This is an optimization exercise on Yosys and OpenROAD, whose aim is small area and few clock cycles, not a production implementation. Function was checked by simulation only, so behaviour that the tests miss may differ from the original. Power is estimated from default activity; no workload was simulated.

--- flow/run.sh ---
#!/bin/bash
# The standard layout (standard.sh), with plain buf_2 cells as the port buffers instead of the
# delay cells buffer_ports picks by default. make's output goes to standard.log; ORFS keeps each
# step's own log under orfs/logs.
set -e
export BUFFER_PORTS_ARGS="-buffer_cell sky130_fd_sc_hd__buf_2"
bash standard.sh > standard.log 2>&1
--- standard.sh ---
#!/bin/bash
# synth_recipe.tcl (not shown) runs the flow's synth.tcl, then flattens the netlist and writes it again
# the make line also repeats each setting of config.mk as NAME=value (left out here)
make -C /OpenROAD-flow-scripts/flow DESIGN_CONFIG=/design/flow/config.mk WORK_HOME=/design/flow/orfs CLKGATE_MAP_FILE= SYNTH_SCRIPT=/design/flow/synth_recipe.tcl "${@:-finish}"
--- design.v ---
`timescale 1ns/1ns
package rv_isa_pkg;
	typedef enum logic [5:0] {
		NOP,
		LUI, AUIPC, JAL, JALR,
		BEQ, BNE, BLT, BGE, BLTU, BGEU,
		LB, LH, LW, LBU, LHU, SB, SH, SW,
		ADDI, SLTI, SLTIU, XORI, ORI, ANDI, SLLI, SRLI, SRAI,
		ADD, SUB, SLL, SLT, SLTU, XOR, SRL, SRA, OR, AND,
		FENCE, ECALL, EBREAK
	} instr_name_e;
	typedef enum logic [2:0] {
		LK_B, LK_H, LK_W, LK_BU, LK_HU
	} load_kind_e;
	localparam logic [6:0] OP_LUI    = 7'b0110111;
	localparam logic [6:0] OP_AUIPC  = 7'b0010111;
	localparam logic [6:0] OP_JAL    = 7'b1101111;
	localparam logic [6:0] OP_JALR   = 7'b1100111;
	localparam logic [6:0] OP_BRANCH = 7'b1100011;
	localparam logic [6:0] OP_LOAD   = 7'b0000011;
	localparam logic [6:0] OP_STORE  = 7'b0100011;
	localparam logic [6:0] OP_IMM    = 7'b0010011;
	localparam logic [6:0] OP_REG    = 7'b0110011;
	localparam logic [6:0] OP_FENCE  = 7'b0001111;
	localparam logic [6:0] OP_SYSTEM = 7'b1110011;
	localparam logic [2:0] F3_BEQ  = 3'b000;  
	localparam logic [2:0] F3_BNE  = 3'b001;
	localparam logic [2:0] F3_BLT  = 3'b100;
	localparam logic [2:0] F3_BGE  = 3'b101;
	localparam logic [2:0] F3_BLTU = 3'b110;
	localparam logic [2:0] F3_BGEU = 3'b111;
	localparam logic [2:0] F3_B  = 3'b000;  
	localparam logic [2:0] F3_H  = 3'b001;
	localparam logic [2:0] F3_W  = 3'b010;
	localparam logic [2:0] F3_BU = 3'b100;
	localparam logic [2:0] F3_HU = 3'b101;
	localparam logic [2:0] F3_ADD_SUB = 3'b000;  
	localparam logic [2:0] F3_SLL     = 3'b001;
	localparam logic [2:0] F3_SLT     = 3'b010;
	localparam logic [2:0] F3_SLTU    = 3'b011;
	localparam logic [2:0] F3_XOR     = 3'b100;
	localparam logic [2:0] F3_SR      = 3'b101;
	localparam logic [2:0] F3_OR      = 3'b110;
	localparam logic [2:0] F3_AND     = 3'b111;
	function automatic logic [31:0] imm_i(input logic [31:0] instr);
		imm_i = {{20{instr[31]}}, instr[31:20]};
	endfunction
	function automatic logic [31:0] imm_s(input logic [31:0] instr);
		imm_s = {{20{instr[31]}}, instr[31:25], instr[11:7]};
	endfunction
	function automatic logic [31:0] imm_b(input logic [31:0] instr);
		imm_b = {{19{instr[31]}}, instr[31], instr[7], instr[30:25], instr[11:8], 1'b0};
	endfunction
	function automatic logic [31:0] imm_u(input logic [31:0] instr);
		imm_u = {instr[31:12], 12'h000};
	endfunction
	function automatic logic [31:0] imm_j(input logic [31:0] instr);
		imm_j = {{11{instr[31]}}, instr[31], instr[19:12], instr[20], instr[30:21], 1'b0};
	endfunction
endpackage
`timescale 1ns/1ns
package core_cfg_pkg;
	localparam int XLEN = 32;  
	localparam int NUM_REGS = 32;
	localparam int REG_AW = 5;  
	localparam logic [XLEN-1:0] RESET_PC = 32'h8000_0000;
endpackage
`timescale 1ns/1ns
`timescale 1ns/1ns
module ar_ha (
	input logic a,
	input logic b,
	output logic s,
	output logic c
);
	assign s = a ^ b;
	assign c = a & b;
endmodule
module ar_fa (
	input logic a,
	input logic b,
	input logic ci,
	output logic s,
	output logic co
);
	assign s = a ^ b ^ ci;
	assign co = (a & b) | (ci & (a ^ b));
endmodule
module ar_mux2i (
	input logic a,
	input logic b,
	input logic s,
	output logic y_n
);
	assign y_n = ~(s ? b : a);
endmodule
module ar_add_bk #(
	parameter int N = 32,
	parameter int L = 5  
) (
	input logic [N-1:0] a,
	input logic [N-1:0] b,
	input logic ci,
	output logic [N-1:0] s
);
	logic [N-1:0] p0;
	logic [N-1:0] gp [0:2*L-1];
	logic [N-1:0] pp [0:2*L-1];
	always_comb begin
		p0 = a ^ b;
		gp[0] = a & b;
		gp[0][0] = gp[0][0] | (p0[0] & ci);
		pp[0] = p0;
		for (int l = 0; l < L; l++) begin
			gp[l+1] = gp[l];
			pp[l+1] = pp[l];
			for (int i = 0; i < N; i++) begin
				if ((i % (2 << l)) == ((2 << l) - 1)) begin
					gp[l+1][i] = gp[l][i] | (pp[l][i] & gp[l][i - (1 << l)]);
					pp[l+1][i] = pp[l][i] & pp[l][i - (1 << l)];
				end
			end
		end
		for (int l = L - 2; l >= 0; l--) begin
			gp[2*L-1-l] = gp[2*L-2-l];
			pp[2*L-1-l] = pp[2*L-2-l];
			for (int i = 0; i < N; i++) begin
				if (i >= (1 << l) + (2 << l) - 1 && ((i + 1 - (1 << l)) % (2 << l)) == 0) begin
					gp[2*L-1-l][i] = gp[2*L-2-l][i] | (pp[2*L-2-l][i] & gp[2*L-2-l][i - (1 << l)]);
					pp[2*L-1-l][i] = pp[2*L-2-l][i] & pp[2*L-2-l][i - (1 << l)];
				end
			end
		end
		s = p0 ^ {gp[2*L-1][N-2:0], ci};
	end
endmodule
module ar_inc #(
	parameter int N = 30
) (
	input logic [N-1:0] a,
	output logic [N-1:0] s
);
	logic [N:0] c;
	assign c[0] = 1'b1;
	for (genvar i = 0; i < N; i++) begin : g_ha
		ar_ha u_ha (.a(a[i]), .b(c[i]), .s(s[i]), .c(c[i+1]));
	end
endmodule
module ar_add_csel #(
	parameter int N = 30,
	parameter int LO = 16
) (
	input logic [N-1:0] a,
	input logic [N-1:0] b,
	output logic [N-1:0] s
);
	logic [LO:0] c;
	logic [N-LO:0] c0;
	logic [N-LO:0] c1;
	logic [N-1:LO] s0;
	logic [N-1:LO] s1;
	assign c[0] = 1'b0;
	for (genvar i = 0; i < LO; i++) begin : g_lo
		ar_fa u_fa (.a(a[i]), .b(b[i]), .ci(c[i]), .s(s[i]), .co(c[i+1]));
	end
	assign c0[0] = 1'b0;
	assign c1[0] = 1'b1;
	for (genvar i = LO; i < N; i++) begin : g_hi
		ar_fa u_fa0 (.a(a[i]), .b(b[i]), .ci(c0[i-LO]), .s(s0[i]), .co(c0[i-LO+1]));
		ar_fa u_fa1 (.a(a[i]), .b(b[i]), .ci(c1[i-LO]), .s(s1[i]), .co(c1[i-LO+1]));
	end
	assign s[N-1:LO] = c[LO] ? s1 : s0;
endmodule
module ar_shift (
	input logic [31:0] a,
	input logic left,
	input logic fill,
	input logic [4:0] sh,
	output logic [31:0] y
);
	logic [31:0] r_n, l0, l1_n, l2, l3_n;
	logic fill_n;
	assign fill_n = ~fill;
	for (genvar i = 0; i < 32; i++) begin : g_sh
		ar_mux2i ur (.a(a[i]), .b(a[31 - i]), .s(left), .y_n(r_n[i]));
		ar_mux2i u0 (.a(r_n[i]), .b(i + 1 < 32 ? r_n[(i + 1) % 32] : fill_n), .s(sh[0]), .y_n(l0[i]));
		ar_mux2i u1 (.a(l0[i]), .b(i + 2 < 32 ? l0[(i + 2) % 32] : fill), .s(sh[1]), .y_n(l1_n[i]));
		ar_mux2i u2 (.a(l1_n[i]), .b(i + 4 < 32 ? l1_n[(i + 4) % 32] : fill_n), .s(sh[2]), .y_n(l2[i]));
		ar_mux2i u3 (.a(l2[i]), .b(i + 8 < 32 ? l2[(i + 8) % 32] : fill), .s(sh[3]), .y_n(l3_n[i]));
		ar_mux2i u4 (.a(l3_n[i]), .b(i + 16 < 32 ? l3_n[(i + 16) % 32] : fill_n), .s(sh[4]), .y_n(y[i]));
	end
endmodule
`timescale 1ns/1ns
module rf_wmux (
	input logic we,
	input logic we_n,
	input logic d,
	input logic q,
	output logic y
);
	assign y = (we & d) | (we_n & q);
endmodule
module rf_aoi222 (
	input logic s0,
	input logic d0,
	input logic s1,
	input logic d1,
	input logic s2,
	input logic d2,
	output logic y_n
);
	assign y_n = ~((s0 & d0) | (s1 & d1) | (s2 & d2));
endmodule
module rf_nand2 (
	input logic a,
	input logic b,
	output logic y
);
	assign y = ~(a & b);
endmodule
module rf_nand4 (
	input logic a,
	input logic b,
	input logic c,
	input logic d,
	output logic y
);
	assign y = ~(a & b & c & d);
endmodule
module rf_nand3 (
	input logic a,
	input logic b,
	input logic c,
	output logic y
);
	assign y = ~(a & b & c);
endmodule
module rf_or3 (
	input logic a,
	input logic b,
	input logic c,
	output logic y
);
	assign y = a | b | c;
endmodule
module rf_aoi22 (
	input logic s0,
	input logic d0,
	input logic s1,
	input logic d1,
	output logic y_n
);
	assign y_n = ~((s0 & d0) | (s1 & d1));
endmodule
module rf_read_bit #(
	parameter bit HAS_X = 1'b0
) (
	input logic [31:1] sel,
	input logic [31:1] d,
	input logic x_sel,
	input logic x_d,
	output logic y
);
	logic [10:0] p_n;
	logic [2:0] g;
	for (genvar k = 0; k < 10; k++) begin : g_aoi
		rf_aoi222 u_aoi (
			.s0 (sel[3*k + 1]), .d0 (d[3*k + 1]),
			.s1 (sel[3*k + 2]), .d1 (d[3*k + 2]),
			.s2 (sel[3*k + 3]), .d2 (d[3*k + 3]),
			.y_n (p_n[k])
		);
	end
	if (HAS_X) begin : g_x
		rf_aoi22 u_last (.s0(sel[31]), .d0(d[31]), .s1(x_sel), .d1(x_d), .y_n(p_n[10]));
	end else begin : g_nx
		rf_nand2 u_last (.a(sel[31]), .b(d[31]), .y(p_n[10]));
	end
	rf_nand4 u_g0 (.a(p_n[0]), .b(p_n[1]), .c(p_n[2]), .d(p_n[3]), .y(g[0]));
	rf_nand4 u_g1 (.a(p_n[4]), .b(p_n[5]), .c(p_n[6]), .d(p_n[7]), .y(g[1]));
	rf_nand3 u_g2 (.a(p_n[8]), .b(p_n[9]), .c(p_n[10]), .y(g[2]));
	rf_or3 u_or (.a(g[0]), .b(g[1]), .c(g[2]), .y(y));
endmodule
module rf_dec (
	input logic [4:0] idx,
	input logic en,
	input logic [31:1] valid,
	output logic [31:1] sel
);
	logic [3:0] lo;
	logic [7:0] hi;
	always_comb begin
		for (int a = 0; a < 4; a++)
			lo[a] = idx[1:0] == 2'(a);
		for (int h = 0; h < 8; h++)
			hi[h] = en && idx[4:2] == 3'(h);
		for (int i = 1; i < 32; i++)
			sel[i] = lo[i % 4] && hi[i / 4] && valid[i];
	end
endmodule
module rf_wdec (
	input logic [4:0] idx,
	input logic en,
	output logic [31:1] sel,
	output logic [31:1] sel_n
);
	logic [3:0] lo;
	logic [7:0] hi;
	always_comb begin
		for (int a = 0; a < 4; a++)
			lo[a] = idx[1:0] == 2'(a);
		for (int h = 0; h < 8; h++)
			hi[h] = en && idx[4:2] == 3'(h);
		for (int i = 1; i < 32; i++) begin
			sel[i] = lo[i % 4] && hi[i / 4];
			sel_n[i] = !sel[i];
		end
	end
endmodule
module wb_bit #(
	parameter bit HAS_LT = 1'b0
) (
	input logic s_sum,
	input logic d_sum,
	input logic s_shr,
	input logic d_shr,
	input logic s_shl,
	input logic d_shl,
	input logic s_x,
	input logic d_x,
	input logic s_a,
	input logic d_a,
	input logic s_link,
	input logic d_link,
	input logic s_ld,
	input logic d_ld,
	input logic s_lt,
	input logic d_lt,
	output logic y
);
	logic p0_n, p1_n, p2_n;
	rf_aoi222 u_p0 (.s0(s_sum), .d0(d_sum), .s1(s_shr), .d1(d_shr), .s2(s_shl), .d2(d_shl), .y_n(p0_n));
	rf_aoi222 u_p1 (.s0(s_x), .d0(d_x), .s1(s_a), .d1(d_a), .s2(s_link), .d2(d_link), .y_n(p1_n));
	if (HAS_LT) begin : g_lt
		rf_aoi22 u_p2 (.s0(s_ld), .d0(d_ld), .s1(s_lt), .d1(d_lt), .y_n(p2_n));
	end else begin : g_nlt
		rf_nand2 u_p2 (.a(s_ld), .b(d_ld), .y(p2_n));
	end
	rf_nand3 u_or (.a(p0_n), .b(p1_n), .c(p2_n), .y(y));
endmodule
`timescale 1ns/1ns
module rv_core (
	input logic clk,
	input logic mif,
	output logic [31:0] o_imem_addr,
	input logic [31:0] i_imem_data,
	output logic [31:0] o_dmem_addr,
	output logic [31:0] o_dmem_wdata,
	output logic [3:0] o_dmem_be,
	output logic o_dmem_we,
	input logic [31:0] i_dmem_rdata,
	output logic o_retire_valid,
	output logic [31:0] o_retire_pc,
	output logic o_retire_we,
	output logic [4:0] o_retire_rd,
	output logic [31:0] o_retire_data
);
	logic [31:0] ins;
	assign ins = i_imem_data;
	logic [6:0] op;
	logic [2:0] f3;
	logic [6:0] f7;
	logic [4:0] rd;
	assign op = ins[6:0];
	assign f3 = ins[14:12];
	assign f7 = ins[31:25];
	assign rd = ins[11:7];
	logic is_lui, is_auipc, is_jal, is_jalr, is_br, is_load, is_store, is_opimm, is_op;
	logic f7_zero, f7_alt;
	assign f7_zero = f7 == 7'b0000000;
	assign f7_alt = f7 == 7'b0100000;
	assign is_lui = op == 7'b0110111;
	assign is_auipc = op == 7'b0010111;
	assign is_jal = op == 7'b1101111;
	assign is_jalr = op == 7'b1100111 && f3 == 3'b000;
	assign is_br = op == 7'b1100011 && f3[2:1] != 2'b01;
	assign is_load = op == 7'b0000011 && f3 != 3'b011 && f3[2:1] != 2'b11;
	assign is_store = op == 7'b0100011 && (f3[2:1] == 2'b00 || f3 == 3'b010);
	assign is_opimm = op == 7'b0010011 && (f3[1:0] != 2'b01 || f7_zero || (f3[2] && f7_alt));
	assign is_op = op == 7'b0110011 && (f7_zero || (f7_alt && !f3[1] && f3[2] == f3[0]));
	logic rd_we;
	assign rd_we = (is_lui || is_auipc || is_jal || is_jalr || is_load || is_opimm || is_op) &&
		rd != 5'd0;
	logic c_alu, c_upper, c_link, c_load;
	assign c_alu = op[4] && !op[6] && !op[2];  
	assign c_upper = op[4] && !op[6] && op[2];  
	assign c_link = op[6] && op[2];  
	assign c_load = !op[6] && !op[5] && !op[4];
	logic [31:0] regs [1:31];
	logic [31:1] valid;
	logic [31:1] sel1;
	logic [31:1] sel2;
	logic [31:0] rs1_val;
	logic [31:0] rs2_val;
	logic [31:0] pc_full;
	rf_dec u_dec1 (.idx(ins[19:15]), .en(!c_upper), .valid(valid), .sel(sel1));
	rf_dec u_dec2 (.idx(ins[24:20]), .en(1'b1), .valid(valid), .sel(sel2));
	for (genvar b = 0; b < 32; b++) begin : g_rd
		logic [31:1] col;
		for (genvar i = 1; i < 32; i++) begin : g_col
			assign col[i] = regs[i][b];
		end
		rf_read_bit #(.HAS_X(1'b1)) u_rd1 (.sel(sel1), .d(col), .x_sel(is_auipc), .x_d(pc_full[b]),
			.y(rs1_val[b]));
		rf_read_bit u_rd2 (.sel(sel2), .d(col), .x_sel(1'b0), .x_d(1'b0), .y(rs2_val[b]));
	end
	logic [31:0] imm_i, imm_s, imm_b, imm_u, imm_j;
	assign imm_i = {{20{ins[31]}}, ins[31:20]};
	assign imm_s = {{20{ins[31]}}, ins[31:25], ins[11:7]};
	assign imm_b = {{20{ins[31]}}, ins[7], ins[30:25], ins[11:8], 1'b0};
	assign imm_u = {ins[31:12], 12'h000};
	assign imm_j = {{12{ins[31]}}, ins[19:12], ins[20], ins[30:21], 1'b0};
	logic [31:0] opb;
	always_comb begin
		if (op[5] && !op[2] && (op[4] || op[6]))
			opb = rs2_val;  
		else if (op[6:4] == 3'b010)
			opb = imm_s;  
		else if (op[2] && op[4])
			opb = imm_u;  
		else
			opb = imm_i;
	end
	logic sub;
	assign sub = is_br || (op[4] && !op[2] && f3[2:1] == 2'b01) || (op[5:4] == 2'b11 && !op[2] &&
		f3 == 3'b000 && ins[30]);
	logic [31:0] sum;
	ar_add_bk #(.N(32), .L(5)) u_add (.a(rs1_val), .b(opb ^ {32{sub}}), .ci(sub), .s(sum));
	logic lt;
	logic uns;
	assign uns = is_br ? f3[1] : f3[0];
	assign lt = (rs1_val[31] == opb[31]) ? sum[31] : (uns ? opb[31] : rs1_val[31]);
	logic [31:0] xo;
	logic [31:0] an;
	for (genvar b = 0; b < 32; b++) begin : g_log
		ar_ha u_ha (.a(rs1_val[b]), .b(opb[b]), .s(xo[b]), .c(an[b]));
	end
	logic taken;
	assign taken = is_br && ((f3[2] ? lt : (xo == 32'd0)) ^ f3[0]);
	logic sh_left;
	logic [31:0] sh_out;
	logic [31:0] sh_rev;
	assign sh_left = !f3[2];
	ar_shift u_shift (.a(rs1_val), .left(sh_left), .fill(ins[30] && !sh_left && rs1_val[31]),
		.sh(opb[4:0]), .y(sh_out));
	for (genvar b = 0; b < 32; b++) begin : g_rev
		assign sh_rev[b] = sh_out[31 - b];
	end
	logic [31:2] pc_q;
	logic [31:2] pc_inc;
	logic [31:0] imm_t;
	logic [31:2] target;
	ar_inc #(.N(30)) u_inc (.a(pc_q), .s(pc_inc));
	assign imm_t = op[3] ? imm_j : imm_b;
	ar_add_csel #(.N(30), .LO(16)) u_target (.a(pc_q), .b(imm_t[31:2]), .s(target));
	logic [31:2] next_pc;
	always_comb begin
		if (is_jalr)
			next_pc = sum[31:2];
		else if (is_jal || taken)
			next_pc = target;
		else
			next_pc = pc_inc;
	end
	always_ff @(posedge clk or negedge mif) begin
		if (!mif)
			pc_q <= 30'h2000_0000;
		else
			pc_q <= next_pc;
	end
	always_comb begin
		case (f3[1:0])
			2'b00: o_dmem_addr = sum;
			2'b01: o_dmem_addr = {sum[31:1], 1'b0};
			default: o_dmem_addr = {sum[31:2], 2'b00};
		endcase
	end
	always_comb begin
		o_dmem_wdata = rs2_val;
		o_dmem_be = 4'b1111;
		if (f3[1:0] == 2'b00) begin
			o_dmem_wdata = {4{rs2_val[7:0]}};
			o_dmem_be = 4'b0001 << sum[1:0];
		end else if (f3[1:0] == 2'b01) begin
			o_dmem_wdata = {2{rs2_val[15:0]}};
			o_dmem_be = sum[1] ? 4'b1100 : 4'b0011;
		end
	end
	assign o_dmem_we = is_store && mif;
	logic [7:0] lane_b;
	logic [15:0] lane_h;
	logic [31:0] load_val;
	always_comb begin
		case (sum[1:0])
			2'd0: lane_b = i_dmem_rdata[7:0];
			2'd1: lane_b = i_dmem_rdata[15:8];
			2'd2: lane_b = i_dmem_rdata[23:16];
			default: lane_b = i_dmem_rdata[31:24];
		endcase
		lane_h = sum[1] ? i_dmem_rdata[31:16] : i_dmem_rdata[15:0];
		if (f3[1])
			load_val = i_dmem_rdata;
		else if (f3[0])
			load_val = {{16{lane_h[15] && !f3[2]}}, lane_h};
		else
			load_val = {{24{lane_b[7] && !f3[2]}}, lane_b};
	end
	logic s_sum, s_shr, s_shl, s_x, s_a, s_lt;
	assign s_sum = c_upper || (c_alu && f3 == 3'b000);
	assign s_shr = c_alu && f3 == 3'b101;
	assign s_shl = c_alu && f3 == 3'b001;
	assign s_x = c_alu && f3[2] && !f3[0];  
	assign s_a = c_alu && f3[2] && f3[1];  
	assign s_lt = c_alu && f3[2:1] == 2'b01;
	logic [31:0] wr_val;
	for (genvar b = 0; b < 32; b++) begin : g_wb
		wb_bit #(.HAS_LT(b == 0)) u_wb (
			.s_sum(s_sum), .d_sum(sum[b]),
			.s_shr(s_shr), .d_shr(sh_out[b]),
			.s_shl(s_shl), .d_shl(sh_rev[b]),
			.s_x(s_x), .d_x(xo[b]),
			.s_a(s_a), .d_a(an[b]),
			.s_link(c_link), .d_link(b >= 2 ? pc_inc[b < 2 ? 2 : b] : 1'b0),
			.s_ld(c_load), .d_ld(load_val[b]),
			.s_lt(s_lt), .d_lt(lt),
			.y(wr_val[b])
		);
	end
	logic wr_en;
	assign wr_en = rd_we && mif;
	always_ff @(posedge clk or negedge mif) begin
		if (!mif)
			valid <= '0;
		else if (wr_en)
			valid[rd] <= 1'b1;
	end
	logic [31:1] wsel;
	logic [31:1] wsel_n;
	rf_wdec u_wdec (.idx(rd), .en(wr_en), .sel(wsel), .sel_n(wsel_n));
	for (genvar i = 1; i < 32; i++) begin : g_reg
		logic [31:0] nxt;
		for (genvar b = 0; b < 32; b++) begin : g_bit
			rf_wmux u_wm (.we(wsel[i]), .we_n(wsel_n[i]), .d(wr_val[b]), .q(regs[i][b]), .y(nxt[b]));
		end
		always_ff @(posedge clk)
			regs[i] <= nxt;
	end
	assign pc_full = {pc_q, 2'b00};
	assign o_imem_addr = {pc_q, 2'b00};
	assign o_retire_valid = mif;
	assign o_retire_pc = {pc_q, 2'b00};
	assign o_retire_we = wr_en;
	assign o_retire_rd = rd;
	assign o_retire_data = wr_val;
endmodule
--- constraint.sdc ---
create_clock -name core_clock -period 12.0 [get_ports {clk}]
set_input_delay 2.4000 -clock core_clock [delete_from_list [all_inputs] [get_ports {clk}]]
set_output_delay 2.4000 -clock core_clock [all_outputs]
set_load 0.01 [all_outputs]
--- config.mk ---
export PLATFORM = sky130hd
export DESIGN_NAME = rv_core
export DESIGN_NICKNAME = rv_core
export VERILOG_FILES = /design/flow/design.v
export SDC_FILE = /design/flow/constraint.sdc
export NUM_CORES = 4
export LEC_CHECK = 0
export CAP_MARGIN = 20
export CORE_MARGIN = 2
export CORE_UTILIZATION = 50
export CTS_BUF_LIST = sky130_fd_sc_hd__clkbuf_16
export CTS_CLUSTER_DIAMETER = 100
export CTS_CLUSTER_SIZE = 30
export PLACE_DENSITY = 0.65
export SETUP_SLACK_MARGIN = 0.2
export SLEW_MARGIN = 20
export SYNTH_HIERARCHICAL = 1
export SYNTH_MINIMUM_KEEP_SIZE = 0
==> results of run 1 <==
==> sequential cells by signal, indices dropped and copies added, names as in the netlist <==
name and count:
regs 992, pc_q 30, valid 31
==> report_power, final <==
part	switching [mW]	internal [mW]	total [mW]
Clock	1.25	0.738	1.99
Sequential	0.216	3.59	3.81
Combinational	1.34	0.680	2.02
Total	2.81	5.01	7.82
==> modules after synthesis, one instance, submodules excluded, excerpt <==
| module | flip-flops and latches | cell area, sq um |
|---|---|---|
| ar_fa | 0 | 20.0 |
| ar_mux2i | 0 | 10.0 |
| ar_shift | 0 | 3.75 |
| rf_nand2 | 0 | 3.75 |
| rf_nand3 | 0 | 5.00 |
| rf_nand4 | 0 | 6.26 |
| rf_or3 | 0 | 6.26 |
| rf_wdec | 0 | 488 |
| rf_wmux | 0 | 8.76 |
==> per-stage QoR <==
stage                     util [%]  power (mW)  setup WS, ns
after global routing          56.9        7.99         0.507
final                         56.9        7.82         0.539
after global placement        55.2        5.75         0.883
after floorplan                  -        4.91         0.570
after detailed placement      55.2        5.77         0.836
after CTS                     56.6        7.67         0.809
==> cell families after synthesis <==
kind of cell	count (synthesis)	synth area share, %
compound gates	2069	36.8
flops	1053	42.2
simple gates	827	8.76
mux	241	4.84
buf+inv	169	1.64
fa+ha+maj	160	4.85
xor+xnor	52	0.899
other cells	5	0.0370
==> synth_stat cells (all sizes together) (11+ instances only) <==
library cell,instances
nor4,11
o211ai,11
a21o,24
and3,71
nand3,113
ha,99
dfrtp,60
nor3,48
o22ai,12
xor2,43
and2,11
nand2,206
a21oi,61
o21ai,67
a22o,1052
or3,67
fa,61
a222oi,734
buf,60
mux2,34
nor2,84
nand4,139
o21bai,18
nor2b,17
inv,35
mux2i,207
a22oi,33
a31oi,11
clkbuf,72
dfxtp,992
==> layer usage <==
metal	up-vias	global-route usage, %	share of wire [%]
met2	5180	69.6	40
met5	-	1.30	0.099
met1	25911	63.5	36
met3	1185	18.6	16
li1	21057	-	-
met4	38	31.8	8.3
==> area by class of cell <==
cell class              count  area [sq um]
clock inverters            17           264
repair buffers            496          3390
inverters                  37           139
fillers                  8745         43200
multi-input cells        3369         29000
diodes                     17          42.5
well taps                1357          1700
flip-flops and latches   1053         21400
clock buffers              45          1130
==> final timing paths <==
kind	start	end	slack [ns]	cells past startpoint
max	i_imem_data[4]	o_retire_data[25]	0.54	21
min	valid[25]	valid[25]	0.49	1
max reg2reg	pc_q[2]	pc_q[30]	2.71	19
min reg2reg	valid[25]	valid[25]	0.49	1
max in group asynchronous	mif	valid[27]	9.33	2
min in group asynchronous	mif	pc_q[8]	1.56	1
==> summary.txt, run 1 <==
GRT
  • First-pass GRT wire length: 372000 um
  • Largest net degree at the start of global routing: 49
  • Initial antenna violation count: 42
  • Vias in the first global route: 47720
  • GRT Overall Usage: 49.5%
  • Total grt overflow: 0

Pwr
  • Power density over the cells: 137 mW/mm^2
  • Leakage Power: 22.2 nW
  • VDD IR max: 0.000146 V

STA
  • Final setup TNS: 0 ns
  • Slew Viols, Final: 0
  • Tmin final: 11.46 ns
  • Final setup violation count: 0
  • Fin. Hold Viols: 0
  • F_max: 87.2 MHz
  • Max Clock Skew: 0.0539 ns
  • Hold slack: 0.492 ns
  • Worst Tran Pin Value: 1.21 ns
  • Max-slew headroom: 18.9%
  • Unrepaired setup endpoints after global routing: no
  • Crit share post-route: 95.5%

Floorplan
  • Die Y: 322 um
  • Row cnt: 116
  • Die X: 322 um
  • DIE AREA: 0.104 sq mm
  • Initial Util: 50.5%
  • I/O pin count: 238
  • Total core area: 0.100 sq mm

Clock tree
  • Skew-Pair Late Insertion Delay: 0.74 ns
  • Clock sink count: 1053
  • Clk root buf: clkbuf_16
  • Post_cts resized: 0
  • # H-tree levels: 2
  • Clock slew at the register clock pins of the worst setup and hold paths: 0.11 ns
  • Clock Path Buffers: 3
  • Setup fix buffers added after clock tree synthesis: 0
  • CTS tree: done
  • Hold Buf Count CTS: 0
  • Number of CTS-inserted buffers: 45

Outcome
  • Status: complete, no violations

Finish
  • Highest-count cells in the layout ignoring fill and taps: a22o_1 (1052), dfxtp_1 (992), a222oi_1 (734), buf_4 (247), buf_2 (232)
  • Most common cell after layout, fill and taps aside: a22o_1
  • Post-route cell area: 0.0571 sq mm
  • Layout area overhead: 12.6%
  • Finished Layout Cells: 6391
  • Nets: 5228
  • Layout cells sized above 1: 15.1%

Drt
  • Initial DRC Count: 13377
  • Drt first pass iters: 15
  • DRC Markers: 0
  • Via count: 53371
  • Wire per inst: 42.1 um
  • Post-DRT Antenna Nets: 0
  • Overall routed net length: 269000 um
  • Vias/cell: 8.35

Synthesis
  • Synthesis warning total: 14
  • Number of synthesized register bits: 1053
  • Top cells by area, synth: dfxtp_1 (39%), a22o_1 (18%), a222oi_1 (14%)
  • Top FF cell, synth: dfxtp_1
  • Seq/Total Area, Yosys: 42.2%
  • Gate Count Post-Synth: 4576
  • Share of the synthesized area in the top cell type: 39.2%
  • Cell Area, Synth: 0.0507 sq mm
  • Synthesized area per cell: 11.1 sq um
  • Netlist cell types: 81
  • Async SR Flop Fraction: 5.79%
  • Post-synth EDFFs: 0
  • Yosys top cell by area: dfxtp_1

Place
  • Area post-placement: 0.0554 sq mm
  • Hpwl dp: 183000 um
  • GPL Wtd Cong: 1.11
  • Placed cells: 6301
  • # port buffers: 233

Setup path
  • Crit path DAT: 9.06 ns
  • CP cell instances: buf_2 -> and2_1 -> nand2b_1 -> buf_4 -> and4bb_2 -> and3_1 -> a222oi_1 -> nand4_1 -> or3_1 -> ha_1 -> a21o_1 -> a21o_1 -> a21oi_1 -> o221ai_1 -> o21ai_1 -> inv_1 -> fa_1 -> xor2_1 -> a222oi_1 -> nand3_2 -> buf_2
  • CP max FO: 18
  • Critical Path Max Stage Delay: 0.65 ns
  • Critical path endpoint category: output pin
  • CP max stage cell: or3_1
  • WP buf/inv: 4
  • CP top delay family: simple AND/OR/NAND/NOR gates
  • CP Class: primary input to output pin
  • CP startpoint kind: primary input
  • Required @ worst endpoint: 9.60 ns

Min path
  • Hold Path Class: flip-flop to flip-flop

Job
  • Max-cap viol count: 0
Testbench counts, summed over its fixed seeds: cycles 16,570.
==> inputs of run 2 (changes only) <==
--- a/design.v
+++ b/design.v
@@ -101,7 +101,9 @@
 	input logic [N-1:0] a,
 	input logic [N-1:0] b,
 	input logic ci,
-	output logic [N-1:0] s
+	output logic [N-1:0] s,
+	output logic [N-1:0] p,  
+	output logic [N-1:0] g  
 );
 	logic [N-1:0] p0;
 	logic [N-1:0] gp [0:2*L-1];
@@ -133,6 +135,8 @@
 		end
 		s = p0 ^ {gp[2*L-1][N-2:0], ci};
 	end
+	assign p = p0;
+	assign g = a & b;
 endmodule
 module ar_inc #(
 	parameter int N = 30
@@ -146,6 +150,50 @@
 		ar_ha u_ha (.a(a[i]), .b(c[i]), .s(s[i]), .c(c[i+1]));
 	end
 endmodule
+module ar_dec #(
+	parameter int N = 19
+) (
+	input logic [N-1:0] a,
+	output logic [N-1:0] s
+);
+	logic [N:0] bw;
+	always_comb begin
+		bw[0] = 1'b1;
+		for (int i = 0; i < N; i++) begin
+			s[i] = a[i] ^ bw[i];
+			bw[i+1] = !a[i] && bw[i];
+		end
+	end
+endmodule
+module ar_add_rip #(
+	parameter int N = 11
+) (
+	input logic [N-1:0] a,
+	input logic [N-1:0] b,
+	output logic [N-1:0] s,
+	output logic co
+);
+	logic [N:0] c;
+	assign c[0] = 1'b0;
+	for (genvar i = 0; i < N; i++) begin : g_fa
+		ar_fa u_fa (.a(a[i]), .b(b[i]), .ci(c[i]), .s(s[i]), .co(c[i+1]));
+	end
+	assign co = c[N];
+endmodule
+module ar_inc_co #(
+	parameter int N = 11
+) (
+	input logic [N-1:0] a,
+	output logic [N-1:0] s,
+	output logic co
+);
+	logic [N:0] c;
+	assign c[0] = 1'b1;
+	for (genvar i = 0; i < N; i++) begin : g_ha
+		ar_ha u_ha (.a(a[i]), .b(c[i]), .s(s[i]), .c(c[i+1]));
+	end
+	assign co = c[N];
+endmodule
 module ar_add_csel #(
 	parameter int N = 30,
 	parameter int LO = 16
@@ -403,14 +451,18 @@
 	logic [31:0] rs1_val;
 	logic [31:0] rs2_val;
 	logic [31:0] pc_full;
-	rf_dec u_dec1 (.idx(ins[19:15]), .en(!c_upper), .valid(valid), .sel(sel1));
+	logic jal_like;
+	logic rd_pc;
+	assign jal_like = op[6] && op[3] && op[2];
+	assign rd_pc = op[2] && ((op[4] && !op[6] && !op[5]) || jal_like);
+	rf_dec u_dec1 (.idx(ins[19:15]), .en(!c_upper && !jal_like), .valid(valid), .sel(sel1));
 	rf_dec u_dec2 (.idx(ins[24:20]), .en(1'b1), .valid(valid), .sel(sel2));
 	for (genvar b = 0; b < 32; b++) begin : g_rd
 		logic [31:1] col;
 		for (genvar i = 1; i < 32; i++) begin : g_col
 			assign col[i] = regs[i][b];
 		end
-		rf_read_bit #(.HAS_X(1'b1)) u_rd1 (.sel(sel1), .d(col), .x_sel(is_auipc), .x_d(pc_full[b]),
+		rf_read_bit #(.HAS_X(1'b1)) u_rd1 (.sel(sel1), .d(col), .x_sel(rd_pc), .x_d(pc_full[b]),
 			.y(rs1_val[b]));
 		rf_read_bit u_rd2 (.sel(sel2), .d(col), .x_sel(1'b0), .x_d(1'b0), .y(rs2_val[b]));
 	end
@@ -428,6 +480,8 @@
 			opb = imm_s;  
 		else if (op[2] && op[4])
 			opb = imm_u;  
+		else if (jal_like)
+			opb = imm_j;  
 		else
 			opb = imm_i;
 	end
@@ -435,18 +489,16 @@
 	assign sub = is_br || (op[4] && !op[2] && f3[2:1] == 2'b01) || (op[5:4] == 2'b11 && !op[2] &&
 		f3 == 3'b000 && ins[30]);
 	logic [31:0] sum;
-	ar_add_bk #(.N(32), .L(5)) u_add (.a(rs1_val), .b(opb ^ {32{sub}}), .ci(sub), .s(sum));
+	logic [31:0] xo;
+	logic [31:0] an;
+	ar_add_bk #(.N(32), .L(5)) u_add (.a(rs1_val), .b(opb ^ {32{sub}}), .ci(sub), .s(sum), .p(xo),
+		.g(an));
 	logic lt;
 	logic uns;
 	assign uns = is_br ? f3[1] : f3[0];
 	assign lt = (rs1_val[31] == opb[31]) ? sum[31] : (uns ? opb[31] : rs1_val[31]);
-	logic [31:0] xo;
-	logic [31:0] an;
-	for (genvar b = 0; b < 32; b++) begin : g_log
-		ar_ha u_ha (.a(rs1_val[b]), .b(opb[b]), .s(xo[b]), .c(an[b]));
-	end
 	logic taken;
-	assign taken = is_br && ((f3[2] ? lt : (xo == 32'd0)) ^ f3[0]);
+	assign taken = is_br && ((f3[2] ? lt : (&xo)) ^ f3[0]);
 	logic sh_left;
 	logic [31:0] sh_out;
 	logic [31:0] sh_rev;
@@ -457,18 +509,35 @@
 		assign sh_rev[b] = sh_out[31 - b];
 	end
 	logic [31:2] pc_q;
+	logic [12:2] lo_inc;
+	logic lo_cy;
+	logic [31:13] hi_inc;
+	logic [31:13] hi_dec;
+	logic [12:2] bt_lo;
+	logic bt_cy;
+	logic [31:13] seq_hi;
+	logic [31:13] bt_hi;
 	logic [31:2] pc_inc;
-	logic [31:0] imm_t;
-	logic [31:2] target;
-	ar_inc #(.N(30)) u_inc (.a(pc_q), .s(pc_inc));
-	assign imm_t = op[3] ? imm_j : imm_b;
-	ar_add_csel #(.N(30), .LO(16)) u_target (.a(pc_q), .b(imm_t[31:2]), .s(target));
+	ar_inc_co #(.N(11)) u_lo_inc (.a(pc_q[12:2]), .s(lo_inc), .co(lo_cy));
+	ar_inc #(.N(19)) u_hi_inc (.a(pc_q[31:13]), .s(hi_inc));
+	ar_dec #(.N(19)) u_hi_dec (.a(pc_q[31:13]), .s(hi_dec));
+	ar_add_rip #(.N(11)) u_bt_lo (.a(pc_q[12:2]), .b(imm_b[12:2]), .s(bt_lo), .co(bt_cy));
+	assign seq_hi = lo_cy ? hi_inc : pc_q[31:13];
+	always_comb begin
+		if (bt_cy && !imm_b[31])
+			bt_hi = hi_inc;
+		else if (!bt_cy && imm_b[31])
+			bt_hi = hi_dec;
+		else
+			bt_hi = pc_q[31:13];
+	end
+	assign pc_inc = {seq_hi, lo_inc};
 	logic [31:2] next_pc;
 	always_comb begin
-		if (is_jalr)
+		if (is_jalr || is_jal)
 			next_pc = sum[31:2];
-		else if (is_jal || taken)
-			next_pc = target;
+		else if (taken)
+			next_pc = {bt_hi, bt_lo};
 		else
 			next_pc = pc_inc;
 	end
--- a/config.mk
+++ b/config.mk
@@ -9,10 +9,10 @@
 export CORE_MARGIN = 2
 export CORE_UTILIZATION = 50
 export CTS_BUF_LIST = sky130_fd_sc_hd__clkbuf_16
-export CTS_CLUSTER_DIAMETER = 100
-export CTS_CLUSTER_SIZE = 30
+export CTS_CLUSTER_DIAMETER = 90
+export CTS_CLUSTER_SIZE = 25
 export PLACE_DENSITY = 0.65
-export SETUP_SLACK_MARGIN = 0.2
+export SETUP_SLACK_MARGIN = 0.1
 export SLEW_MARGIN = 20
 export SYNTH_HIERARCHICAL = 1
 export SYNTH_MINIMUM_KEEP_SIZE = 0
==> run 2 against run 1 <==
Net effect: first-iteration DRC count grew 0.31%; clock power grew 5%; register-to-register slack gained 0.84 ns; clock skew shrank 0.020 ns; critical path type unchanged; via count shrank 3.3%; the layout now fails its checks (negative setup slack); final area shrank 2.2%; area after synthesis shrank 2.4%; total power shrank 7.0%; critical path depth is the same; non-clock buffer count shrank 10; sequential share of layout area grew 0.85 points.
==> summary.txt, run 2 <==
Setup path
  • Critical Path End: o_retire_data[0]
  • CP max FO: 30
  • Critical Path Max Stage Delay: 0.99 ns
  • Crit path from: i_imem_data[6]
  • CP Class: primary input to output pin
  • End of the worst register-to-register path: pc_q[16]
  • Critical path endpoint category: output pin
  • CP startpoint kind: primary input
  • R2R Path Start: valid[22]
  • Most common cell on crit path: mux2i_1
  • CP cell instances: buf_2 -> nand2b_1 -> nand2_1 -> nand2_1 -> buf_4 -> and4bb_2 -> and3_1 -> buf_4 -> a222oi_1 -> nand4_1 -> or3_1 -> mux2i_1 -> buf_4 -> mux2i_1 -> mux2i_1 -> mux2i_1 -> mux2i_1 -> mux2i_1 -> a222oi_1 -> nand3_2 -> buf_2
  • Crit path DAT: 9.63 ns
  • Worst r2r path cells: 31
  • Required @ worst endpoint: 9.60 ns
  • Worst reg2reg setup slack: 3.55 ns
  • CP max stage cell: or3_1

STA
  • Worst Tran Pin Value: 1.26 ns
  • Max-slew headroom: 15.7%
  • Slew Viols, Final: 0
  • Unrepaired setup endpoints after global routing: no
  • Fin. Hold Viols: 0
  • Setup WS post-layout: -0.0269 ns
  • Final setup violation count: 1
  • F_max: 83.1 MHz
  • Crit share post-route: 100%
  • Tmin final: 12.03 ns
  • Max Clock Skew: 0.0341 ns

Place
  • Hpwl dp: 181000 um
  • Setup WS pre-CTS: 0.545 ns
  • Area post-placement: 0.0541 sq mm
  • GPL Wtd Cong: 1.12
  • # port buffers: 233

Finish
  • Fillers: 8592
  • Max reg flops: 992
  • Final Core Density: 56.8%
  • Layout cells sized above 1: 15.3%
  • Post-route cell area: 0.0558 sq mm
  • Largest register by flop count: regs
  • Layout area overhead: 12.9%
  • Nets: 5083
  • Highest-count cells in the layout ignoring fill and taps: a22o_1 (992), dfxtp_1 (992), a222oi_1 (704), buf_2 (232), buf_4 (231)
  • Largest regs: regs (992), valid (31), pc_q (30)

Pwr
  • Sw Share: 33.3%
  • Internal power: 4.85 mW
  • Clock share of power: 28.6%
  • Power density over the cells: 130 mW/mm^2
  • Leakage Power: 22.4 nW
  • VDD IR max: 0.000128 V
  • Power, Total: 7.27 mW
  • Comb pwr share: 20.0%
  • Psw: 2.42 mW
  • Sequential share of power: 51.4%

Synthesis
  • Share of the synthesized area in the top cell type: 40.2%
  • Seq/Total Area, Yosys: 43.2%
  • Synth Area in XOR/XNOR: 0.939%
  • Yosys top cell by area: dfxtp_1
  • Async SR Flop Fraction: 5.79%
  • Largest family of logic cells by synthesized area: compound AO/OA/AOI/OAI gates
  • Synthesis warning total: 15
  • Top FF cell, synth: dfxtp_1
  • Gate Count Post-Synth: 4468
  • Compound-Gate Fraction of Synth Area: 36.1%
  • Post-synthesis simple-gate area fraction: 8.78%
  • Cell Area, Synth: 0.0495 sq mm
  • Adder-cell share of the synthesized area: 3.36%
  • Commonest cells post-synth: a22o_1 (992), dfxtp_1 (992), a222oi_1 (704)
  • Top cells by area, synth: dfxtp_1 (40%), a22o_1 (18%), a222oi_1 (14%)
  • Post-synth EDFFs: 0
  • Mux cell area share after synthesis: 5.62%
  • Netlist cell types: 84
  • Synthesized area per cell: 11.1 sq um
  • Number of synthesized register bits: 1053

Clock tree
  • Setup fix buffers added after clock tree synthesis: 0
  • Clock sink count: 1053
  • Clock Path Buffers: 3
  • Hold Buf Count CTS: 0
  • Clk root buf: clkbuf_16
  • Number of CTS-inserted buffers: 51
  • Post_cts resized: 0
  • # H-tree levels: 2
  • CTS tree: done
  • Skew-Pair Late Insertion Delay: 0.72 ns
  • Clock slew at the register clock pins of the worst setup and hold paths: 0.10 ns

GRT
  • GRT Overall Usage: 49.0%
  • Total grt overflow: 0
  • Largest net degree at the start of global routing: 50
  • Vias in the first global route: 45899
  • Initial antenna violation count: 45
  • First-pass GRT wire length: 362000 um

Floorplan
  • Die X: 319 um
  • DIE AREA: 0.101 sq mm
  • Die Y: 319 um
  • Initial Util: 50.3%
  • Total core area: 0.0983 sq mm
  • I/O pin count: 238
  • Row cnt: 115

Drt
  • Wire per inst: 42.1 um
  • Post-DRT Antenna Nets: 0
  • Initial DRC Count: 13419
  • Drt first pass iters: 15
  • Via count: 51627
  • Overall routed net length: 262000 um
  • Vias/cell: 8.30
  • DRC Markers: 0

Outcome
  • Status: complete, but fails checks
  • Violated Checks: negative setup slack

Job
  • Max-cap viol count: 0

Min path
  • Hold Path Class: flip-flop to flip-flop
[run 2: cell types whose count changed after synthesis, sizes merged, moves of 25 or more]
cell and delta:
a22o -60, nor3 -41, a222oi -30, a22oi +25
inv +29, a21oi -28, clkbuf -28, fa -33
[run 2: area by class of cell]
class / count / area [sq um] / area share, %
diodes: 17 / 42.5 / 0.0762
clock buffers: 51 / 1280 / 2.29
clock inverters: 16 / 216 / 0.388
inverters: 64 / 240 / 0.430
multi-input cells: 3245 / 27700 / 49.6
flip-flops and latches: 1053 / 21400 / 38.3
well taps: 1287 / 1610 / 2.88
repair buffers: 486 / 3390 / 6.07
[run 2: stage by stage]
step                instances  TNS, ns  hold slack, ns
global route             6205        0           0.515
global placement         6123        0           0.473
finish                   6219  -0.0269           0.507
detailed placement       6126        0           0.475
floorplan                4482        0           0.433
CTS                      6193        0           0.507
[run 2: how the worst min path moves through the flow]
stage	from	end	slack [ns]	cells after the start
global placement	regs[28][11]	regs[28][11]	0.47	1
global route	regs[8][23]	regs[8][23]	0.52	1
CTS	regs[23][16]	regs[23][16]	0.51	1
floorplan	valid[10]	valid[10]	0.43	1
detailed placement	regs[10][18]	regs[10][18]	0.48	1
finish	regs[8][23]	regs[8][23]	0.51	1
[run 2: kinds of logic (layout without fill, tap and decap cells)]
logic type / count (synthesis) / after routing
XOR/XNOR: 53 / 53
other: 5 / 36
buffers and inverters: 184 / 617
adder cells (fa/ha/maj): 116 / 116
flip-flops: 1053 / 1053
AO/OA/AOI/OAI: 1983 / 1983
AND/OR/NAND/NOR: 803 / 803
multiplexers: 271 / 271
[run 2: layer usage]
metal	up-vias	global-route usage [%]	share of wire, %
met3	1036	20.8	16
met2	4771	67.0	39
li1	20473	-	-
met4	38	31.1	8.3
met5	-	0	0.11
met1	25309	62.9	36
[run 2: power groups by stage]
stage | sequential (mW) | combinational [mW] | clock [mW]
after floorplan | 3.73 | 0.763 | 0
after global placement | 3.80 | 1.38 | 0
after detailed placement | 3.80 | 1.38 | 0
after CTS | 3.72 | 1.38 | 2.07
after global routing | 3.73 | 1.49 | 2.19
final | 3.74 | 1.46 | 2.08
[run 2: per-module statistics from Yosys (local to each module, per instance), a selection]
module     cell area [sq um]  cells inside  copies in the design
rf_nand2                3.75             1                    63
rf_wmux                 8.76             1                   992
rf_aoi22                12.5             1                    33
rf_nand4                6.26             1                   128
ar_fa                   20.0             1                    11
rf_wdec                  488            96                     1
ar_shift                3.75             1                     1
rv_core                26100          1776                     1
ar_ha                   12.5             1                    30
rf_aoi222               10.0             1                   704
rf_or3                  6.26             1                    64
rf_nand3                5.00             1                    96
ar_mux2i                10.0             1                   192
rf_dec                   308            43                     2
[run 2: worst max-delay path: cells and delay by family]
kind                   cells  cell delay [ns]
AOI/OAI and AO/OA          2             1.23
buffers and inverters      5             1.23
muxes                      6             1.60
and+or+nand+nor            8             3.11
Testbench counts of run 2, summed over its fixed seeds: cycles 16,570.
==> inputs of run 3 (changes only) <==
--- a/config.mk
+++ b/config.mk
@@ -12,7 +12,7 @@
 export CTS_CLUSTER_DIAMETER = 90
 export CTS_CLUSTER_SIZE = 25
 export PLACE_DENSITY = 0.65
-export SETUP_SLACK_MARGIN = 0.1
+export SETUP_SLACK_MARGIN = 0.3
 export SLEW_MARGIN = 20
 export SYNTH_HIERARCHICAL = 1
 export SYNTH_MINIMUM_KEEP_SIZE = 0
==> run 3 against run 2 <==
Net effect: now clean on timing, DRC and antenna; area after synthesis stayed put; final area hardly changed; critical endpoint is now o_retire_data[27]; clock-buffer cell count is 1 higher; sequential share of layout area hardly changed; critical path type unchanged; cell count is 0.26% higher; maximum frequency is 2.3% higher; first-iteration DRC count is 1.8% lower; wire length is 0.59% higher; hold slack worse by 0.00075 ns.
==> summary.txt, run 3 <==
Outcome
  • Status: complete, no violations

Pwr
  • Psw: 2.41 mW
  • VDD IR max: 0.000118 V
  • Comb pwr share: 19.6%
  • Power density over the cells: 131 mW/mm^2
  • Power, Total: 7.31 mW
  • Leakage Power: 22.5 nW
  • Sequential share of power: 51.3%
  • Clock share of power: 29.1%
  • Internal power: 4.90 mW
  • Sw Share: 33.0%

Setup path
  • CP max FO: 15
  • Critical path endpoint category: output pin
  • Worst r2r path cells: 30
  • Required @ worst endpoint: 9.60 ns
  • Crit path DAT: 9.36 ns
  • CP Class: primary input to output pin
  • CP startpoint kind: primary input

GRT
  • Largest net degree at the start of global routing: 45
  • GRT Overall Usage: 49.4%
  • Vias in the first global route: 45964
  • Initial antenna violation count: 43
  • Total grt overflow: 0
  • First-pass GRT wire length: 364000 um

Finish
  • Finished Layout Cells: 6235
  • Post-route cell area: 0.0559 sq mm
  • Layout cells sized above 1: 15.5%
  • Layout area overhead: 13.0%
  • Final Core Density: 56.8%
  • Largest regs: regs (992), valid (31), pc_q (30)
  • Highest-count cells in the layout ignoring fill and taps: a22o_1 (992), dfxtp_1 (992), a222oi_1 (704), buf_4 (247), buf_2 (232)
  • Nets: 5091
  • Largest register by flop count: regs
  • Max reg flops: 992

Floorplan
  • DIE AREA: 0.101 sq mm
  • Initial Util: 50.3%
  • Total core area: 0.0983 sq mm
  • Die X: 319 um
  • Die Y: 319 um
  • I/O pin count: 238
  • Row cnt: 115

Job
  • Max-cap viol count: 0

Synthesis
  • Gate Count Post-Synth: 4468
  • Share of the synthesized area in the top cell type: 40.2%
  • Yosys top cell by area: dfxtp_1
  • Async SR Flop Fraction: 5.79%
  • Synthesized area per cell: 11.1 sq um
  • Top FF cell, synth: dfxtp_1
  • Top cells by area, synth: dfxtp_1 (40%), a22o_1 (18%), a222oi_1 (14%)
  • Seq/Total Area, Yosys: 43.2%
  • Cell Area, Synth: 0.0495 sq mm
  • Number of synthesized register bits: 1053
  • Netlist cell types: 84
  • Post-synth EDFFs: 0
  • Commonest cells post-synth: a22o_1 (992), dfxtp_1 (992), a222oi_1 (704)
  • Synthesis warning total: 15

Clock tree
  • Clock sink count: 1053
  • Setup fix buffers added after clock tree synthesis: 0
  • # H-tree levels: 2
  • Clk root buf: clkbuf_16
  • Clock Path Buffers: 3
  • Skew-Pair Late Insertion Delay: 0.71 ns
  • Clock slew at the register clock pins of the worst setup and hold paths: 0.09 ns
  • Number of CTS-inserted buffers: 51
  • CTS tree: done

STA
  • Max Clock Skew: 0.0248 ns
  • Fin. Hold Viols: 0
  • Crit share post-route: 98.0%
  • F_max: 85.1 MHz
  • Worst Tran Pin Value: 1.24 ns
  • Setup WS post-layout: 0.245 ns
  • Unrepaired setup endpoints after global routing: no
  • Tmin final: 11.76 ns
  • Final setup violation count: 0
  • Hold slack: 0.506 ns
  • Max-slew headroom: 16.4%
  • Slew Viols, Final: 0
  • Final setup TNS: 0 ns

Place
  • Area post-placement: 0.0541 sq mm
  • GPL Wtd Cong: 1.10
  • Placed cells: 6136
  • Setup WS pre-CTS: 0.297 ns
  • Hpwl dp: 182000 um
  • # port buffers: 233

Drt
  • Overall routed net length: 263000 um
  • Post-DRT Antenna Nets: 0
  • Drt first pass iters: 13
  • Via count: 51644
  • Wire per inst: 42.2 um
  • Initial DRC Count: 13177
  • DRC Markers: 0
  • Vias/cell: 8.28

Min path
  • Hold path depth: 1
  • Hold Path Class: flip-flop to flip-flop
run 3: power by group through the flow:
stage / clock network (mW) / logic, mW / registers (mW)
after CTS: 2.11 / 1.36 / 3.74
after floorplan: 0 / 0.762 / 3.73
after global placement: 0 / 1.35 / 3.82
after global routing: 2.23 / 1.46 / 3.75
after detailed placement: 0 / 1.35 / 3.82
final: 2.12 / 1.43 / 3.75
run 3: logic make-up after synthesis:
| family | count (synthesis) | synth area share, % |
|---|---|---|
| compound gates | 1983 | 36.1 |
| simple gates | 803 | 8.78 |
| mux | 271 | 5.62 |
| xor+xnor | 53 | 0.939 |
| buf+inv | 184 | 1.90 |
| flops | 1053 | 43.2 |
| fa+ha+maj | 116 | 3.36 |
| other cells | 5 | 0.0380 |
run 3: worst max-delay path, cell delays in order:
cell and delay [ns]:
buf_2 0.19, and2_0 0.46, and3_1 0.48, buf_4 0.30, buf_4 0.24, a222oi_1 0.32, nand4_1 0.43, or3_4 0.61
a21oi_1 0.18, xor2_1 0.23, ha_1 0.34, o21a_1 0.20, o211ai_1 0.30, nor4_1 0.12, o31a_1 0.32, o21ai_2 0.30
inv_2 0.08, a31o_1 0.25, fa_1 0.37, xor2_1 0.17, a222oi_1 0.43, nand3_2 0.33, buf_2 0.26
run 3: final cells by class:
cell class              instances  area, sq um
fillers                      8635        42400
well taps                    1287         1610
clock inverters                19          267
multi-input cells            3245        27700
flip-flops and latches       1053        21400
clock buffers                  52         1300
diodes                         21         52.6
inverters                      64          240
repair buffers                494         3350
run 3: path summary, 6_finish.rpt:
path / end / slack, ns / start
max in group asynchronous: pc_q[31] / 9.41 / mif
min in group asynchronous: valid[18] / 1.75 / mif
hold reg to reg: regs[23][20] / 0.51 / regs[23][20]
hold / removal: regs[23][20] / 0.51 / regs[23][20]
setup / recovery: o_retire_data[27] / 0.24 / i_imem_data[20]
setup reg to reg: pc_q[26] / 3.62 / valid[4]
run 3: layer usage:
| layer | share of wire, % | GRT usage [%] | up-vias | wire (um) |
|---|---|---|---|---|
| met5 | 0.10 | 0.567 | - | 265 |
| met4 | 8.0 | 28.8 | 34 | 21000 |
| met3 | 17 | 20.3 | 1009 | 44300 |
| met2 | 38 | 67.4 | 5072 | 101000 |
| met1 | 37 | 64.8 | 25015 | 96500 |
| li1 | - | - | 20514 | - |
run 3: what timing repair did:
| item | CTS | global route |
|---|---|---|
| resized for setup | 1 | 5 |
| hold buffers | 0 | 0 |
| pin swaps | 0 | 2 |
| gates cloned | 0 | 0 |
| endpoints found under the setup margin | 1 | 2 |
run 3: modules after synthesis (local to each module, per instance), excerpt:
module / cells / times used
rf_nand3: 1 / 96
ar_shift: 1 / 1
rf_dec: 43 / 2
rf_aoi22: 1 / 33
ar_mux2i: 1 / 192
rf_wmux: 1 / 992
rf_aoi222: 1 / 704
ar_ha: 1 / 30
rf_or3: 1 / 64
ar_fa: 1 / 11
rf_nand2: 1 / 63
==> inputs of run 4 (changes only) <==
--- a/design.v
+++ b/design.v
@@ -454,8 +454,8 @@
 	logic jal_like;
 	logic rd_pc;
 	assign jal_like = op[6] && op[3] && op[2];
-	assign rd_pc = op[2] && ((op[4] && !op[6] && !op[5]) || jal_like);
-	rf_dec u_dec1 (.idx(ins[19:15]), .en(!c_upper && !jal_like), .valid(valid), .sel(sel1));
+	assign rd_pc = op[2] && (op[3] || (op[4] && !op[5]));
+	rf_dec u_dec1 (.idx(ins[19:15]), .en(!(op[2] && (op[3] || op[4]))), .valid(valid), .sel(sel1));
 	rf_dec u_dec2 (.idx(ins[24:20]), .en(1'b1), .valid(valid), .sel(sel2));
 	for (genvar b = 0; b < 32; b++) begin : g_rd
 		logic [31:1] col;
--- a/config.mk
+++ b/config.mk
@@ -12,7 +12,7 @@
 export CTS_CLUSTER_DIAMETER = 90
 export CTS_CLUSTER_SIZE = 25
 export PLACE_DENSITY = 0.65
-export SETUP_SLACK_MARGIN = 0.3
+export SETUP_SLACK_MARGIN = 0.2
 export SLEW_MARGIN = 20
 export SYNTH_HIERARCHICAL = 1
 export SYNTH_MINIMUM_KEEP_SIZE = 0
==> run 4 against run 3 <==
Net effect: critical path depth decreased by 1; sequential share of layout area increased by 0.22 points; sequential power about the same; global-route usage decreased by 1.3 points; combinational power increased by 15%; clock skew increased by 0.027 ns; area after synthesis increased by 0.27%; hold slack got worse by 0.0029 ns; synthesized cell count increased by 0.87%; die area increased by 0.26%.
==> summary.txt, run 4 <==
Place
  • Hpwl dp: 174000 um
  • Area post-placement: 0.0538 sq mm
  • GPL Wtd Cong: 1.07
  • # port buffers: 233

STA
  • F_max: 86.2 MHz
  • Fin. Hold Viols: 0
  • Worst Tran Pin Value: 1.22 ns
  • Slew Viols, Final: 0
  • Crit share post-route: 96.7%
  • Final setup TNS: 0 ns
  • Tmin final: 11.60 ns
  • Unrepaired setup endpoints after global routing: no
  • Max-slew headroom: 18.2%
  • Final setup violation count: 0
  • Max Clock Skew: 0.0521 ns

Setup path
  • CP cell instances: buf_2 -> o21ai_1 -> buf_4 -> and4bb_2 -> and3_2 -> buf_4 -> a222oi_1 -> nand4_1 -> or3_1 -> ha_1 -> a21o_1 -> a31oi_1 -> nor2_1 -> o31a_1 -> o21ai_2 -> o31ai_1 -> fa_1 -> xor2_1 -> o221a_2 -> a22oi_2 -> nand3_2 -> buf_2
  • Crit path DAT: 9.20 ns
  • WP buf/inv: 4
  • Worst r2r path cells: 25
  • Critical path endpoint category: output pin
  • Critical Path Max Stage Delay: 0.76 ns
  • CP max FO: 24
  • CP startpoint kind: primary input
  • CP Class: primary input to output pin
  • Required @ worst endpoint: 9.60 ns
  • CP top delay family: simple AND/OR/NAND/NOR gates
  • CP max stage cell: or3_1
  • Crit path depth: 22

Floorplan
  • Initial Util: 50.5%
  • DIE AREA: 0.102 sq mm
  • Row cnt: 115
  • Die Y: 319 um
  • Die X: 319 um
  • I/O pin count: 238
  • Total core area: 0.0983 sq mm

Clock tree
  • Hold Buf Count CTS: 0
  • Post_cts resized: 0
  • Clock Path Buffers: 3
  • Skew-Pair Late Insertion Delay: 0.73 ns
  • Number of CTS-inserted buffers: 51
  • CTS tree: done
  • Clk root buf: clkbuf_16
  • Setup fix buffers added after clock tree synthesis: 0
  • Clock slew at the register clock pins of the worst setup and hold paths: 0.10 ns
  • Clock sink count: 1053
  • # H-tree levels: 2

GRT
  • First-pass GRT wire length: 356000 um
  • Total grt overflow: 0
  • GRT Overall Usage: 48.0%
  • Met1 Use GR: 64.2%
  • GRT busiest layer: met2
  • Largest net degree at the start of global routing: 65
  • Met3 usage: 19.0%
  • Vias in the first global route: 45661
  • Met2 Use GR: 65.5%
  • Initial antenna violation count: 42

Finish
  • Fillers: 8669
  • Multi-input gate area: 0.0277 sq mm
  • Highest-count cells in the layout ignoring fill and taps: a22o_1 (994), dfxtp_1 (992), a222oi_1 (704), mux2i_1 (248), buf_2 (233)
  • Largest regs: regs (992), valid (31), pc_q (30)
  • Reg area: 0.0214 sq mm
  • Layout area overhead: 12.0%
  • Largest register by flop count: regs
  • Most common cell after layout, fill and taps aside: a22o_1
  • Layout cells sized above 1: 14.1%
  • Max reg flops: 992
  • Post-route cell area: 0.0555 sq mm
  • Nets: 5077

Pwr
  • Internal power: 4.90 mW
  • Sequential share of power: 50.4%
  • Clock share of power: 27.6%
  • Power density over the cells: 135 mW/mm^2
  • VDD IR max: 0.000132 V
  • Leakage Power: 22.1 nW
  • Sw Share: 34.7%
  • Comb pwr share: 22.0%
  • Psw: 2.60 mW

Synthesis
  • Netlist cell types: 84
  • Top-count cell post-synth: a22o_1
  • Synthesized area per cell: 11.0 sq um
  • Gate Count Post-Synth: 4507
  • Top FF cell, synth: dfxtp_1
  • Number of synthesized register bits: 1053
  • Share of the synthesized area in the top cell type: 40.0%
  • Seq/Total Area, Yosys: 43.1%
  • Post-synth EDFFs: 0
  • Async SR Flop Fraction: 5.79%
  • Top cells by area, synth: dfxtp_1 (40%), a22o_1 (18%), a222oi_1 (14%)
  • Cell Area, Synth: 0.0496 sq mm
  • Synthesis warning total: 15
  • Commonest cells post-synth: a22o_1 (994), dfxtp_1 (992), a222oi_1 (704)
  • Yosys top cell by area: dfxtp_1

Drt
  • Drt first pass iters: 17
  • Initial DRC Count: 13949
  • Post-DRT Antenna Nets: 0
  • Overall routed net length: 258000 um
  • Wire per inst: 41.5 um
  • DRC Markers: 0
  • Via count: 51705
  • Vias/cell: 8.32

Outcome
  • Status: complete, no violations

Min path
  • Hold Path Class: flip-flop to flip-flop
  • Hold path depth: 1

Job
  • Max-cap viol count: 0
-- run 4: routing by layer --
| metal | wire, um | share of wire [%] |
|---|---|---|
| met1 | 94500 | 37 |
| met2 | 99700 | 39 |
| met3 | 45100 | 17 |
| met4 | 18100 | 7.0 |
| met5 | 517 | 0.20 |
-- run 4: cell families after synthesis --
logic type | after synthesis | share of synthesized area, %
AOI/OAI and AO/OA | 1981 | 35.9
DFF | 1053 | 43.1
and+or+nand+nor | 820 | 8.97
muxes | 275 | 5.64
buffers and inverters | 204 | 2.02
adders and majority gates | 116 | 3.35
xor gates and xnor gates | 53 | 0.936
other | 5 | 0.0379
-- run 4: stage by stage --
| step | utilization [%] | power, mW | cells | hold slack (ns) | worst slack [ns] |
|---|---|---|---|---|---|
| 2_1_floorplan | - | 4.66 | 4521 | 0.447 | 0.250 |
| 6_report | 56.5 | 7.49 | 6218 | 0.503 | 0.401 |
| 5_1_grt | 56.5 | 7.63 | 6200 | 0.519 | 0.335 |
| 4_1_cts | 56.3 | 7.39 | 6191 | 0.498 | 0.703 |
| 3_3_place_gp | 54.7 | 5.40 | 6117 | 0.466 | 0.702 |
| 3_5_place_dp | 54.8 | 5.41 | 6121 | 0.472 | 0.754 |
-- run 4: power by group through the flow --
stage	logic [mW]	clock network (mW)	registers (mW)
4_1_cts	1.57	2.05	3.76
2_1_floorplan	0.906	0	3.75
5_1_grt	1.69	2.17	3.77
3_5_place_dp	1.57	0	3.84
6_report	1.65	2.07	3.77
3_3_place_gp	1.56	0	3.84
-- run 4: worst paths after layout --
kind,start,slack (ns),to
hold reg to reg,valid[22],0.50,valid[22]
min in group asynchronous,mif,1.91,pc_q[28]
setup / recovery,i_imem_data[3],0.40,o_retire_data[0]
setup reg to reg,valid[19],3.98,pc_q[26]
max in group asynchronous,mif,9.38,valid[1]
hold / removal,valid[22],0.50,valid[22]
-- run 4: final cells by class --
| type | count | area share (%) |
|---|---|---|
| Tap cell | 1287 | 2.90 |
| Sequential cell | 1053 | 38.5 |
| Inverter | 84 | 0.568 |
| Clock buffer | 52 | 2.34 |
| Antenna cell | 19 | 0.0856 |
| Clock inverter | 18 | 0.336 |
| Multi-Input combinational cell | 3264 | 49.9 |
| Timing Repair Buffer | 441 | 5.36 |
-- run 4: Yosys stat by module (local to each module, per instance), excerpt --
module	cells inside	copies in the design	area, sq um	flops+latches
rf_wmux	1	992	8.76	0
rf_dec	43	2	308	0
rf_nand4	1	128	6.26	0
ar_ha	1	30	12.5	0
ar_mux2i	1	192	10.0	0
rf_or3	1	64	6.26	0
rf_aoi22	1	33	12.5	0
rv_core	1815	1	26200	1053
ar_shift	1	1	3.75	0
rf_aoi222	1	704	10.0	0
rf_nand2	1	63	3.75	0
rf_nand3	1	96	5.00	0
rf_wdec	96	1	488	0
ar_fa	1	11	20.0	0
Testbench counts of run 4, summed over its fixed seeds: cycles 16,570.

## re-timing with driven ports
In the flow no input, the clock included, has a driving cell. The finished layouts below were timed again as built, in two steps.
Step 1: set_driving_cell puts a clkbuf_16 on clk and a buf_2 on each other input, an assumption about the parent block.
Step 2 adds t to the input delays and takes it off the output delays; t is the mean of the earliest and latest rising clock arrival at the registers after step 1. Input paths then give back, and output paths get back, about the clock's delay inside the block.
Slacks: ideal ports / drivers / drivers and shift; pairs: ideal ports / drivers.
run	t, ns	setup WS [ns]	hold WS [ns]	clock arrival spread, ns	worst data-port slew with drivers (ns)
run 1	0.804	0.539 / 0.517 / 0.517	0.492 / 0.492 / 0.492	0.054 / 0.054	0.06
run 2	0.780	-0.027 / -0.047 / -0.047	0.507 / 0.507 / 0.507	0.034 / 0.034	0.10
run 3	0.774	0.245 / 0.154 / 0.154	0.506 / 0.506 / 0.506	0.025 / 0.025	0.13
run 4	0.794	0.401 / 0.300 / 0.300	0.503 / 0.503 / 0.503	0.052 / 0.052	0.16
The setup slack of run 4, which loses most, moves by -0.101 ns with the drivers and by -0.101 ns with both steps.
